From an optimization exercise on the open Yosys and OpenROAD flow, aimed at small area and a short achievable clock period; shortcuts taken in it are not production practice. Where RTL was checked, it was by simulation tests only, not by an equivalence proof against the original. Power figures rest on the tool's default switching activity, not on a simulated workload.

## v14
// exec_mem_top
module exec_mem_top (
    input  logic                i_clock,
    input  logic                i_reset,
    input  cpu_pkg::inst_addr_t i_pc,
    input  logic [3:0]          i_alu_op,
    input  cpu_pkg::data_t      i_operand_a,
    input  cpu_pkg::data_t      i_operand_b,
    input  cpu_pkg::data_t      i_store_data,
    input  logic                i_mem_wr_enable,
    input  cpu_pkg::reg_addr_t  i_reg_wr_addr,
    input  logic                i_reg_wr_enable,
    input  logic [1:0]          i_wb_sel,
    input  logic                i_flush,
    output cpu_pkg::data_t      o_wb_data,
    output cpu_pkg::reg_addr_t  o_wb_reg_addr,
    output logic                o_wb_reg_wr_enable
);
For scale: ~4900 cells after synthesis, ~2300 flip-flops, roughly 180 I/O pins, roughly 0.087 mm2 of cells after synthesis.
==> flow/config.mk <==
export PLATFORM = sky130hd
export DESIGN_NAME = exec_mem_top
export DESIGN_NICKNAME = exec_mem_top
export VERILOG_FILES = /design/flow/design.v
export SDC_FILE = /design/flow/constraint.sdc
export NUM_CORES = 4
export LEC_CHECK = 0
export CAP_MARGIN = 20
export CORE_MARGIN = 2
export CORE_UTILIZATION = 40
export CTS_CLUSTER_DIAMETER = 80
export CTS_CLUSTER_SIZE = 26
export HOLD_SLACK_MARGIN = 0
export SETUP_SLACK_MARGIN = 2.0
export SLEW_MARGIN = 20
export SYNTH_HIERARCHICAL = 1
export TNS_END_PERCENT = 10
==> flow/constraint.sdc <==
create_clock -name core_clock -period 4.5 [get_ports {i_clock}]
set_input_delay 0.9000 -clock core_clock [delete_from_list [all_inputs] [get_ports {i_clock}]]
set_output_delay 0.9000 -clock core_clock [all_outputs]
set_load 0.01 [all_outputs]
standard.sh (not shown) runs the stock make flow with config.mk's settings and CLKGATE_MAP_FILE= SYNTH_SCRIPT=/design/flow/synth_recipe.tcl, a recipe that flattens the netlist after the stock synthesis.
==> flow/flow/run.sh <==
#!/bin/bash
set -euo pipefail
export BUFFER_PORTS_ARGS="-buffer_cell sky130_fd_sc_hd__buf_2"
bash standard.sh > standard.log 2>&1
diff inputs: v14 => v57
- TNS_END_PERCENT removed (was 10)
- The post-placement cell count was comparable across v57 and v14.
- Diff v57..v14 | overall die area | unchanged
- Global-route wire length before repair, v57 vs v14: down slightly
- Area: v57 vs v14 -> v57 larger
- Summary of the comparison: final critical-path setup slack is higher in v57, relative to v14.
Input changes introduced in v32 (baseline for comparison: v57):
- PLACE_DENSITY newly set to 0.75
- GPL_ROUTABILITY_DRIVEN newly set to 0
--- outcome ---
v32 ended up with i_operand_b[1] as its critical path launch point; v57 ended up with i_alu_op[2].
v32 leaves less setup margin than v57.
Global-route wire length before repair: v32 < v57
As far as adder-cell share of the synthesized area goes, v32 and v57 are indistinguishable; the numbers are identical.
Re clock-buffer cell count: v57 was lower than v32.
There was hardly any difference in total area of sequential cells between v32 and v57.
The number of detailed-route iterations in the first pass in v32 sits 11 above the value recorded for v57.
Re share of synthesized area occupied by flip-flops and latches: no difference whatsoever between v32 and v57.
Worst hold slack: v57 and v32 compared, higher one is v57
No run of this note included a check of the RTL's function; only the layout flow was run.

========
run A:
exec_mem_top, a different RTL version from the one above (not shown whole).
Size in the first run: roughly 2200 flip-flops, ~180 I/O pins, ~0.085 mm² of cells after synthesis.
==> flow/config.mk <==
export PLATFORM = sky130hd
export DESIGN_NAME = exec_mem_top
export DESIGN_NICKNAME = exec_mem_top
export VERILOG_FILES = /design/flow/design.v
export SDC_FILE = /design/flow/constraint.sdc
export NUM_CORES = 4
export LEC_CHECK = 0
export CAP_MARGIN = 20
export CORE_MARGIN = 2
export CORE_UTILIZATION = 40
export CTS_CLUSTER_DIAMETER = 80
export CTS_CLUSTER_SIZE = 26
export HOLD_SLACK_MARGIN = 0
export SETUP_SLACK_MARGIN = 2.0
export SLEW_MARGIN = 20
export SYNTH_HIERARCHICAL = 1
export TNS_END_PERCENT = 10
==> flow/constraint.sdc <==
create_clock -name core_clock -period 4.5 [get_ports {i_clock}]
set_input_delay 0.9000 -clock core_clock [delete_from_list [all_inputs] [get_ports {i_clock}]]
set_output_delay 0.9000 -clock core_clock [all_outputs]
set_load 0.01 [all_outputs]
Scripts as last shown in full above: flow/flow/run.sh
Run A: full flow OK, the timing, DRC and antenna checks passed
[inputs] run B vs run A
--- a/flow/config.mk
+++ b/flow/config.mk
@@ -15,3 +15,2 @@
 export SLEW_MARGIN = 20
 export SYNTH_HIERARCHICAL = 1
-export TNS_END_PERCENT = 10
Notes after the runs:
Against run A, run B reports a total wirelength of the detailed-routed design that is higher. On run B: synthesis-to-finish area growth is 2.6 points higher than what run A gave. Diff run A -> run B | combinational power | up by a few percent. Starting density of the core: run B vs run A identical. Compared run B against run A; first-iteration DRC count within noise. Run B: worst hold margin 0.012 ns above run A. Min wire length of the first global-routing pass across run B and run A: run A. Comparing run B with run A, the distinct cell type count after synthesis came out essentially unchanged.

========
## the previous run
exec_mem_top again, from the RTL that the note above started with.
Settings: LEC_CHECK=0, CAP_MARGIN=20, CORE_MARGIN=2, CORE_UTILIZATION=40, CTS_CLUSTER_DIAMETER=80, CTS_CLUSTER_SIZE=26, HOLD_SLACK_MARGIN=0, SETUP_SLACK_MARGIN=1.7, SLEW_MARGIN=20, SYNTH_HIERARCHICAL=1; clock period 4.5 ns.
Scripts as last shown in full above: flow/flow/run.sh
The inputs of the current run differ from those of the previous run as listed below.
Settings: PLACE_DENSITY: unset -> 0.75; SETUP_SLACK_MARGIN: 1.7 -> 2.0.
--- outcome ---
Of the previous run and the current run, the run reporting the higher area added between synthesis and finish was the current run.
In the reports for the previous run and the current run, the larger internal reg-to-reg setup slack belongs to the current run.
Setup slack: the current run more than the previous run
Count of clock-buffer cells in the layout grows by a few percent when moving from the previous run to the current run.
Re number of antenna-violating nets in the routed design: no difference whatsoever between the current run and the previous run.
Compared with the previous run, post-detailed-routing wire length in the current run decreased slightly.

==> port drivers added, routing unchanged <==
No port has a modelled driver above. Below, the same layouts with a new extraction and two added sets of constraints. Step 1: set_driving_cell puts a clkbuf_16 on i_clock and a buf_2 on each other input, an assumption about the parent block. Step 2 adds t to the input delays and takes it off the output delays; t is the mean of the earliest and latest rising clock arrival at the registers after step 1. Input paths then give back, and output paths get back, about the clock's delay inside the block. Slacks: no drivers / after step 1 / after step 2; pairs: no drivers / after step 1.
run | t (ns) | slack for setup (ns) | worst setup path at the end | pins driven straight from the clock port
v14 | 0.854 | 1.703 / 1.681 / 0.827 | input to register | 1
v57 | 0.858 | 1.938 / 1.844 / 0.986 | input to register | 1
v32 | 0.858 | 1.733 / 1.583 / 0.725 | input to register | 1
run A | 0.871 | 1.680 / 1.680 / 0.905 | input to register | 1
run B | 0.872 | 1.850 / 1.684 / 0.812 | input to register | 1
the previous run | 0.879 | 1.639 / 1.639 / 0.840 | input to register | 1
the current run | 0.860 | 1.721 / 1.721 / 0.945 | input to register | 1
After both steps every run listed still meets setup and hold. The setup slack of run B, which loses most, moves by -0.166 ns with the drivers and by -1.038 ns with both steps.
